This design comes from an exercise in tuning for small area and a short achievable clock period on the open sky130 flow, not from production work. Function was checked by simulation only, so behaviour that the tests miss may differ from the original. No activity file was given, so power comes from the tool's default toggle rates.

==> inputs of build 62 <==
Design tru_top, start of the top module:
module tru_top
(
   input  logic        clk,
   input  logic        rst_n_i,
   input  logic        tab_wr_en_i,
   input  logic [3:0]  tab_wr_fid_i,
   input  logic [1:0]  tab_wr_sub_i,
   input  logic        tab_wr_valid_i,
   input  logic [7:0]  tab_wr_pattern_mask_i,
   input  logic [7:0]  tab_wr_pattern_match_i,
   input  logic [7:0]  tab_wr_ports_mask_i,
   input  logic [7:0]  tab_wr_ports_egress_i,
   input  logic [7:0]  tab_wr_ports_ingress_i,
   input  logic        req_valid_i,
   input  logic [3:0]  req_fid_i,
   input  logic [2:0]  req_port_i,
   input  logic [7:0]  ep_status_i,
   input  logic [7:0]  pass_all_i,
   output logic        resp_valid_o,
   output logic        resp_drop_o,
   output logic [2:0]  resp_port_o,
   output logic [7:0]  resp_port_mask_o
);
Settings: LEC_CHECK=0, CAP_MARGIN=20, CORE_MARGIN=2, CORE_UTILIZATION=60, CTS_CLUSTER_DIAMETER=100, CTS_CLUSTER_SIZE=30, SETUP_SLACK_MARGIN=2.6, SLEW_MARGIN=20, SYNTH_HIERARCHICAL=1; clock period 5.0 ns.
run.sh (not shown) runs the stock make flow with config.mk's settings and CLKGATE_MAP_FILE= SYNTH_SCRIPT=/design/flow/synth_recipe.tcl, a recipe that flattens the netlist after the stock synthesis.
==> trial 70: changes against build 62 <==
--- a/flow/design.v
+++ b/flow/design.v
@@ -142,12 +142,44 @@
    output logic [tru_pkg::PORT_ID_W-1:0]       resp_port_o,
    output logic [tru_pkg::NUM_PORTS-1:0]       resp_port_mask_o
 );
    localparam int NP    = tru_pkg::NUM_PORTS;
    localparam int PAT_W = tru_pkg::PAT_W;
    localparam int POR_W = tru_pkg::PORT_W;
+   function automatic logic [5:0] pat_dec(input logic [4:0] c);
+      case (c)
+         5'd1: pat_dec = 6'b111111;
+         5'd2: pat_dec = 6'b111101;
+         5'd3: pat_dec = 6'b111110;
+         5'd4: pat_dec = 6'b110111;
+         5'd5: pat_dec = 6'b110101;
+         5'd6: pat_dec = 6'b110110;
+         5'd7: pat_dec = 6'b111011;
+         5'd8: pat_dec = 6'b111001;
+         5'd9: pat_dec = 6'b111010;
+         5'd10: pat_dec = 6'b011111;
+         5'd11: pat_dec = 6'b011101;
+         5'd12: pat_dec = 6'b011110;
+         5'd13: pat_dec = 6'b010111;
+         5'd14: pat_dec = 6'b010101;
+         5'd15: pat_dec = 6'b010110;
+         5'd16: pat_dec = 6'b011011;
+         5'd17: pat_dec = 6'b011001;
+         5'd18: pat_dec = 6'b011010;
+         5'd19: pat_dec = 6'b101111;
+         5'd20: pat_dec = 6'b101101;
+         5'd21: pat_dec = 6'b101110;
+         5'd22: pat_dec = 6'b100111;
+         5'd23: pat_dec = 6'b100101;
+         5'd24: pat_dec = 6'b100110;
+         5'd25: pat_dec = 6'b101011;
+         5'd26: pat_dec = 6'b101001;
+         5'd27: pat_dec = 6'b101010;
+         default: pat_dec = 6'b000000;
+      endcase
+   endfunction
    function automatic logic [8:0] port_dec(input logic [6:0] c);
       case (c)
          7'd0: port_dec = 9'b100100100;
          7'd1: port_dec = 9'b100100101;
          7'd2: port_dec = 9'b100100110;
          7'd3: port_dec = 9'b100100111;
@@ -274,49 +306,48 @@
          7'd124: port_dec = 9'b000000000;
          default: port_dec = 9'b000000000;
       endcase
    endfunction
    logic [NP-1:0]   down_w;
    logic [3:1]      match_w;
-   logic [3*11-1:0] terms_w;
    logic                          s1_valid_q;
-   logic [3*11-1:0]               s1_terms_q;      
+   logic [3:1]                    s1_match_q;
    logic [3*POR_W-1:0]            s1_code_q;       
    logic [NP-1:0]                 s1_egress_q;     
    logic                          s1_ingr_q;       
-   logic                          s1_en_req_q;     
-   logic [NP-1:0]                 s1_fwd_q;        
+   logic [NP-1:0]                 s1_enabled_q;    
    logic [tru_pkg::PORT_ID_W-1:0] s1_port_q;
    logic [NP-1:0]   egress_w;
    logic [3*NP-1:0] sel_w;    
    logic [3*NP-1:0] egr_w;
    logic [3*NP-1:0] ingr_w;
    logic            ingr_r;
    logic            drop_w;
    logic [NP-1:0]   mask_w;
    logic                          resp_valid_q;
    logic                          resp_drop_q;
    logic [tru_pkg::PORT_ID_W-1:0] resp_port_q;
    logic [NP-1:0]                 resp_port_mask_q;
-   function automatic logic [4:0] grp_terms(input logic [4:0] c, input logic [2:0] d);
-      grp_terms[0] = c[4] & c[3] & (c[2] ~^ d[2]) & (c[1] ~^ d[1]) & (c[0] ~^ d[0]);
-      grp_terms[1] = c[4] & ~c[3] & (c[0] ~^ d[2]) & (c[2] ? (c[1] ~^ d[0]) : (c[1] ~^ d[1]));
-      grp_terms[2] = ~c[4] & c[3] & ~c[2] & (c[1] ~^ d[0]) & (c[0] ~^ d[1]);
-      grp_terms[3] = ~c[4] & c[3] & c[2] & (c[1] ? (c[0] ~^ d[1]) : (c[0] ~^ d[0]));
-      grp_terms[4] = ~c[4] & ~c[3] & c[2] & (c[1] ? ~c[0] : (c[0] ~^ d[2]));
-   endfunction
    assign down_w = ~stable_i;
    for (genvar s = 1; s < 4; s++)
    begin : g_pat
       logic [PAT_W-1:0] pw;
+      logic [5:0]       pa, pb;
+      logic [NP-1:0]    pat_x, pat_y;
       assign pw = entry_pat_i[(s-1)*PAT_W +: PAT_W];
-      assign terms_w[(s-1)*11 +: 11] = {(down_w[7] ? pw[13] : pw[12]) & (down_w[6] ? pw[11] : pw[10]),
-                                        grp_terms(pw[9:5], down_w[5:3]),
-                                        grp_terms(pw[4:0], down_w[2:0])};
-      assign match_w[s] = (|s1_terms_q[(s-1)*11 +: 5]) & (|s1_terms_q[(s-1)*11+5 +: 5]) &
-                          s1_terms_q[(s-1)*11+10];
+      assign pa = pat_dec(pw[4:0]);
+      assign pb = pat_dec(pw[9:5]);
+      for (genvar p = 0; p < 3; p++)
+      begin : g_port
+         assign pat_x[p]   = pa[2*p+1];
+         assign pat_y[p]   = pa[2*p];
+         assign pat_x[p+3] = pb[2*p+1];
+         assign pat_y[p+3] = pb[2*p];
+      end
+      assign {pat_x[7], pat_y[7], pat_x[6], pat_y[6]} = pw[13:10];
+      assign match_w[s] = &((down_w & pat_x) | (~down_w & pat_y));
    end
    always_ff @(posedge clk)
    begin
       if (!rst_n_i)
       begin
          s1_valid_q <= 1'b0;
@@ -325,18 +356,17 @@
       begin
          s1_valid_q <= req_valid_i;
       end
    end
    always_ff @(posedge clk)
    begin
-      s1_terms_q   <= terms_w;
+      s1_match_q   <= match_w;
       s1_code_q    <= entry_port_i;
       s1_egress_q  <= entry_w0_i[NP +: NP];
       s1_ingr_q    <= entry_w0_i[req_port_i];
-      s1_en_req_q  <= pass_all_i[req_port_i] & stable_i[req_port_i];
-      s1_fwd_q     <= pass_all_i & stable_i & ~(NP'(1) << req_port_i);
+      s1_enabled_q <= pass_all_i & stable_i;
       s1_port_q    <= req_port_i;
    end
    for (genvar s = 1; s < 4; s++)
    begin : g_sub
       logic [POR_W-1:0] cw;
       logic [8:0]       ta, tb;
@@ -360,25 +390,25 @@
    always_comb
    begin
       egress_w = s1_egress_q;
       ingr_r   = s1_ingr_q;
       for (int s = 1; s < 4; s++)
       begin
-         if (match_w[s])
+         if (s1_match_q[s])
          begin
             egress_w = (egress_w & ~sel_w[(s-1)*NP +: NP]) |
                        (egr_w[(s-1)*NP +: NP] & sel_w[(s-1)*NP +: NP]);
             if (sel_w[(s-1)*NP + s1_port_q])
             begin
                ingr_r = ingr_w[(s-1)*NP + s1_port_q];
             end
          end
       end
    end
-   assign drop_w = !(ingr_r && s1_en_req_q);
-   assign mask_w = drop_w ? '0 : (egress_w & s1_fwd_q);
+   assign drop_w = !(ingr_r && s1_enabled_q[s1_port_q]);
+   assign mask_w = drop_w ? '0 : (egress_w & s1_enabled_q & ~(NP'(1) << s1_port_q));
    always_ff @(posedge clk)
    begin
       if (!rst_n_i)
       begin
          resp_valid_q     <= 1'b0;
          resp_drop_q      <= 1'b0;
@@ -424,22 +454,18 @@
 );
    localparam int NP    = tru_pkg::NUM_PORTS;
    localparam int W0_W  = tru_pkg::W0_W;
    localparam int PAT_W = tru_pkg::PAT_W;
    localparam int POR_W = tru_pkg::PORT_W;
    function automatic logic [4:0] pat_enc(input logic [2:0] m, input logic [2:0] v);
-      case (m)
-         3'b111:  pat_enc = {2'b11, v[2], v[1], v[0]};
-         3'b110:  pat_enc = {3'b100, v[1], v[2]};
-         3'b101:  pat_enc = {3'b101, v[0], v[2]};
-         3'b011:  pat_enc = {3'b010, v[0], v[1]};
-         3'b001:  pat_enc = {4'b0110, v[0]};
-         3'b010:  pat_enc = {4'b0111, v[1]};
-         3'b100:  pat_enc = {4'b0010, v[2]};
-         default: pat_enc = 5'b00110;
-      endcase
+      logic [4:0] t [3];
+      for (int p = 0; p < 3; p++)
+      begin
+         t[p] = m[p] ? (v[p] ? 5'd2 : 5'd1) : 5'd0;
+      end
+      pat_enc = 5'd1 + t[0] + 5'd3 * t[1] + 5'd9 * t[2];
    endfunction
    function automatic logic [6:0] port_enc(input logic [2:0] s, input logic [2:0] e,
                                            input logic [2:0] i);
       case (s)
          3'b111:  port_enc = {1'b0, e[2], i[2], e[1], i[1], e[0], i[0]};
          3'b110:  port_enc = {3'b100, e[2], i[2], e[1], i[1]};
Settings changed: CORE_UTILIZATION 60 to 40, CTS_CLUSTER_DIAMETER 100 to default, CTS_CLUSTER_SIZE 30 to default, SETUP_SLACK_MARGIN 2.6 to 2.5.
==> trial 49: changes against build 62 <==
--- a/flow/design.v
+++ b/flow/design.v
@@ -274,15 +274,15 @@
          7'd124: port_dec = 9'b000000000;
          default: port_dec = 9'b000000000;
       endcase
    endfunction
    logic [NP-1:0]   down_w;
    logic [3:1]      match_w;
-   logic [3*11-1:0] terms_w;
    logic                          s1_valid_q;
-   logic [3*11-1:0]               s1_terms_q;      
+   logic [3*PAT_W-1:0]            s1_pat_q;        
+   logic [NP-1:0]                 s1_down_q;
    logic [3*POR_W-1:0]            s1_code_q;       
    logic [NP-1:0]                 s1_egress_q;     
    logic                          s1_ingr_q;       
    logic                          s1_en_req_q;     
    logic [NP-1:0]                 s1_fwd_q;        
    logic [tru_pkg::PORT_ID_W-1:0] s1_port_q;
@@ -294,29 +294,31 @@
    logic            drop_w;
    logic [NP-1:0]   mask_w;
    logic                          resp_valid_q;
    logic                          resp_drop_q;
    logic [tru_pkg::PORT_ID_W-1:0] resp_port_q;
    logic [NP-1:0]                 resp_port_mask_q;
-   function automatic logic [4:0] grp_terms(input logic [4:0] c, input logic [2:0] d);
-      grp_terms[0] = c[4] & c[3] & (c[2] ~^ d[2]) & (c[1] ~^ d[1]) & (c[0] ~^ d[0]);
-      grp_terms[1] = c[4] & ~c[3] & (c[0] ~^ d[2]) & (c[2] ? (c[1] ~^ d[0]) : (c[1] ~^ d[1]));
-      grp_terms[2] = ~c[4] & c[3] & ~c[2] & (c[1] ~^ d[0]) & (c[0] ~^ d[1]);
-      grp_terms[3] = ~c[4] & c[3] & c[2] & (c[1] ? (c[0] ~^ d[1]) : (c[0] ~^ d[0]));
-      grp_terms[4] = ~c[4] & ~c[3] & c[2] & (c[1] ? ~c[0] : (c[0] ~^ d[2]));
+   function automatic logic grp_match(input logic [4:0] c, input logic [2:0] d);
+      grp_match = ( c[4] &  c[3] & (c[2] ~^ d[2]) & (c[1] ~^ d[1]) & (c[0] ~^ d[0])) |
+                  ( c[4] & ~c[3] & ~c[2] & (c[1] ~^ d[1]) & (c[0] ~^ d[2])) |
+                  ( c[4] & ~c[3] &  c[2] & (c[1] ~^ d[0]) & (c[0] ~^ d[2])) |
+                  (~c[4] &  c[3] & ~c[2] & (c[1] ~^ d[0]) & (c[0] ~^ d[1])) |
+                  (~c[4] &  c[3] &  c[2] & ~c[1] & (c[0] ~^ d[0])) |
+                  (~c[4] &  c[3] &  c[2] &  c[1] & (c[0] ~^ d[1])) |
+                  (~c[4] & ~c[3] &  c[2] & ~c[1] & (c[0] ~^ d[2])) |
+                  (~c[4] & ~c[3] &  c[2] &  c[1] & ~c[0]);
    endfunction
-   assign down_w = ~stable_i;
+   assign down_w = s1_down_q;
    for (genvar s = 1; s < 4; s++)
    begin : g_pat
       logic [PAT_W-1:0] pw;
-      assign pw = entry_pat_i[(s-1)*PAT_W +: PAT_W];
-      assign terms_w[(s-1)*11 +: 11] = {(down_w[7] ? pw[13] : pw[12]) & (down_w[6] ? pw[11] : pw[10]),
-                                        grp_terms(pw[9:5], down_w[5:3]),
-                                        grp_terms(pw[4:0], down_w[2:0])};
-      assign match_w[s] = (|s1_terms_q[(s-1)*11 +: 5]) & (|s1_terms_q[(s-1)*11+5 +: 5]) &
-                          s1_terms_q[(s-1)*11+10];
+      assign pw = s1_pat_q[(s-1)*PAT_W +: PAT_W];
+      assign match_w[s] = grp_match(pw[4:0], down_w[2:0]) &
+                          grp_match(pw[9:5], down_w[5:3]) &
+                          (down_w[7] ? pw[13] : pw[12]) &
+                          (down_w[6] ? pw[11] : pw[10]);
    end
    always_ff @(posedge clk)
    begin
       if (!rst_n_i)
       begin
          s1_valid_q <= 1'b0;
@@ -325,13 +327,14 @@
       begin
          s1_valid_q <= req_valid_i;
       end
    end
    always_ff @(posedge clk)
    begin
-      s1_terms_q   <= terms_w;
+      s1_pat_q     <= entry_pat_i;
+      s1_down_q    <= ~stable_i;
       s1_code_q    <= entry_port_i;
       s1_egress_q  <= entry_w0_i[NP +: NP];
       s1_ingr_q    <= entry_w0_i[req_port_i];
       s1_en_req_q  <= pass_all_i[req_port_i] & stable_i[req_port_i];
       s1_fwd_q     <= pass_all_i & stable_i & ~(NP'(1) << req_port_i);
       s1_port_q    <= req_port_i;
Settings changed: CTS_CLUSTER_DIAMETER 100 to 90, CTS_CLUSTER_SIZE 30 to 25, SETUP_SLACK_MARGIN 2.6 to 2.4, TNS_END_PERCENT from default to 5.
==> build 50: changes against build 62 <==
Settings changed: CORE_UTILIZATION 60 to 70, CTS_CLUSTER_DIAMETER 100 to 90, CTS_CLUSTER_SIZE 30 to 25, SETUP_SLACK_MARGIN 2.6 to 2.3.
==> flow_results.org <==
** Outcome
- The run finished with no timing, DRC or antenna violations.

** Yosys
- Number of distinct library cells after synthesis :: 71
- Portion of netlist area occupied by mux cells :: 0.713%

** Route
- Wire segments on met3 add up to 27.0 mm in the final route.
- After detailed routing, the total wire length is 209 mm.
- Iteration count of the initial detailed-routing pass :: 6

** STA
- For this run, the top clock speed supported by timing is 0.352 GHz.

** Setup path
- The slowest stage of the critical path belongs to the cell clkdlybuf4s50_1.
- Startpoint of the most critical setup path :: tab_wr_fid_i[0]
- Stages on worst setup path :: 6
- Critical path data required time :: 5.37 ns
- For the worst flop-to-flop path, the logic depth is 7.

** Layout
- Multi-input logic area :: 0.0166 mm²

** Power and ir drop
- Clk. pwr :: 0.00868 W
- Cell internal power was estimated by the tool at 0.0237 W.
That was build 50.
==> flow_results.org <==
** STA
- Timing would allow up to 0.302 GHz.

** Setup path
- The critical path starts at req_fid_i[3].
- The critical path crosses 15 cells after its start point.
- Cell with the largest stage delay on the worst path :: or4_4

** Route
- Wires add up to 245 mm.
- For this run, the detailed router's first-pass iteration total came to 6.

** Outcome
- The flow ran to the end and the layout has no timing, DRC or antenna violations.

** Power and ir drop
- Clk. pwr :: 0.0147 W
That was trial 70.
==> flow_results.org <==
** STA
- For this run, the top clock speed supported by timing is 0.380 GHz.

** Yosys
- Portion of netlist area occupied by mux cells :: 0.713%
- Number of distinct library cells after synthesis :: 71

** Outcome
- The run finished with no timing, DRC or antenna violations.

** Route
- Post-detailed-routing wire length :: 245 mm
- For this run, the detailed router's first-pass iteration total came to 5.

** Setup path
- The worst register-to-register path has a depth of 7.
- Cell with the largest stage delay on the worst path :: a221o_1
- Stages on worst setup path :: 12
- Data on the critical path is required at its endpoint by 5.59 ns.
- Startpoint of the most critical setup path :: req_fid_i[1]

** Layout
- In the final layout, the multi-input gates occupy 0.0192 mm².
That was build 62.
==> flow_results.org <==
** Yosys
- Portion of netlist area occupied by mux cells :: 0.708%
- Synth warn :: 14
- In this run, distinct cell masters in the synthesized netlist total 81.

** Power and ir drop
- Internal power consumption :: 0.0237 W
- In this run, power in the clock network comes to 0.00874 W.

** Setup path
- The critical path starts at req_fid_i[2].
- The critical path runs through a total of 12 cells.
- Cell with the largest stage delay on the worst path :: nor2_4
- Critical path data required time :: 5.60 ns

** Layout
- Multi-input logic area :: 0.0159 mm²
- Fraction of final layout cells sized beyond drive strength 1 :: 15.5%

** Route
- The routed design uses 18.3 mm of met3 wire.
- Iteration count of the initial detailed-routing pass :: 7

** Floorplanning
- Area of the core :: 0.126 mm²

** Outcome
- The flow ran to the end and the layout has no timing, DRC or antenna violations.
That was trial 49.

-- re-timing with driven ports --
The flow's constraints put no driver on any port. The routed layouts listed below were extracted and timed again, unchanged, in two steps.
Step 1 assumes that a clkbuf_16 drives the clock port and a buf_2 every other input.
Step 2 moves the port delays by t, midway between the first and last clock arrival at a register: inputs arrive t later, outputs are due t later. That takes back most of the time a late clock gives input paths.
Slacks: no drivers / after step 1 / after step 2; pairs: no drivers / after step 1.
run	t (ns)	slack for setup (ns)	hold slack, ns	worst setup path after step 2
build 62	0.795	2.365 / 2.385 / 1.589	0.450 / 0.450 / 0.450	input to register
trial 70	0.922	1.693 / 1.706 / 0.783	0.431 / 0.431 / 0.431	input to register
trial 49	0.798	2.218 / 2.252 / 1.477	0.458 / 0.458 / 0.458	input to register
build 50	0.786	2.156 / 2.193 / 1.407	0.451 / 0.451 / 0.451	input to register
After both steps every run listed still meets setup and hold. The setup slack of trial 70, which loses most, moves by +0.013 ns with the drivers and by -0.910 ns with both steps.
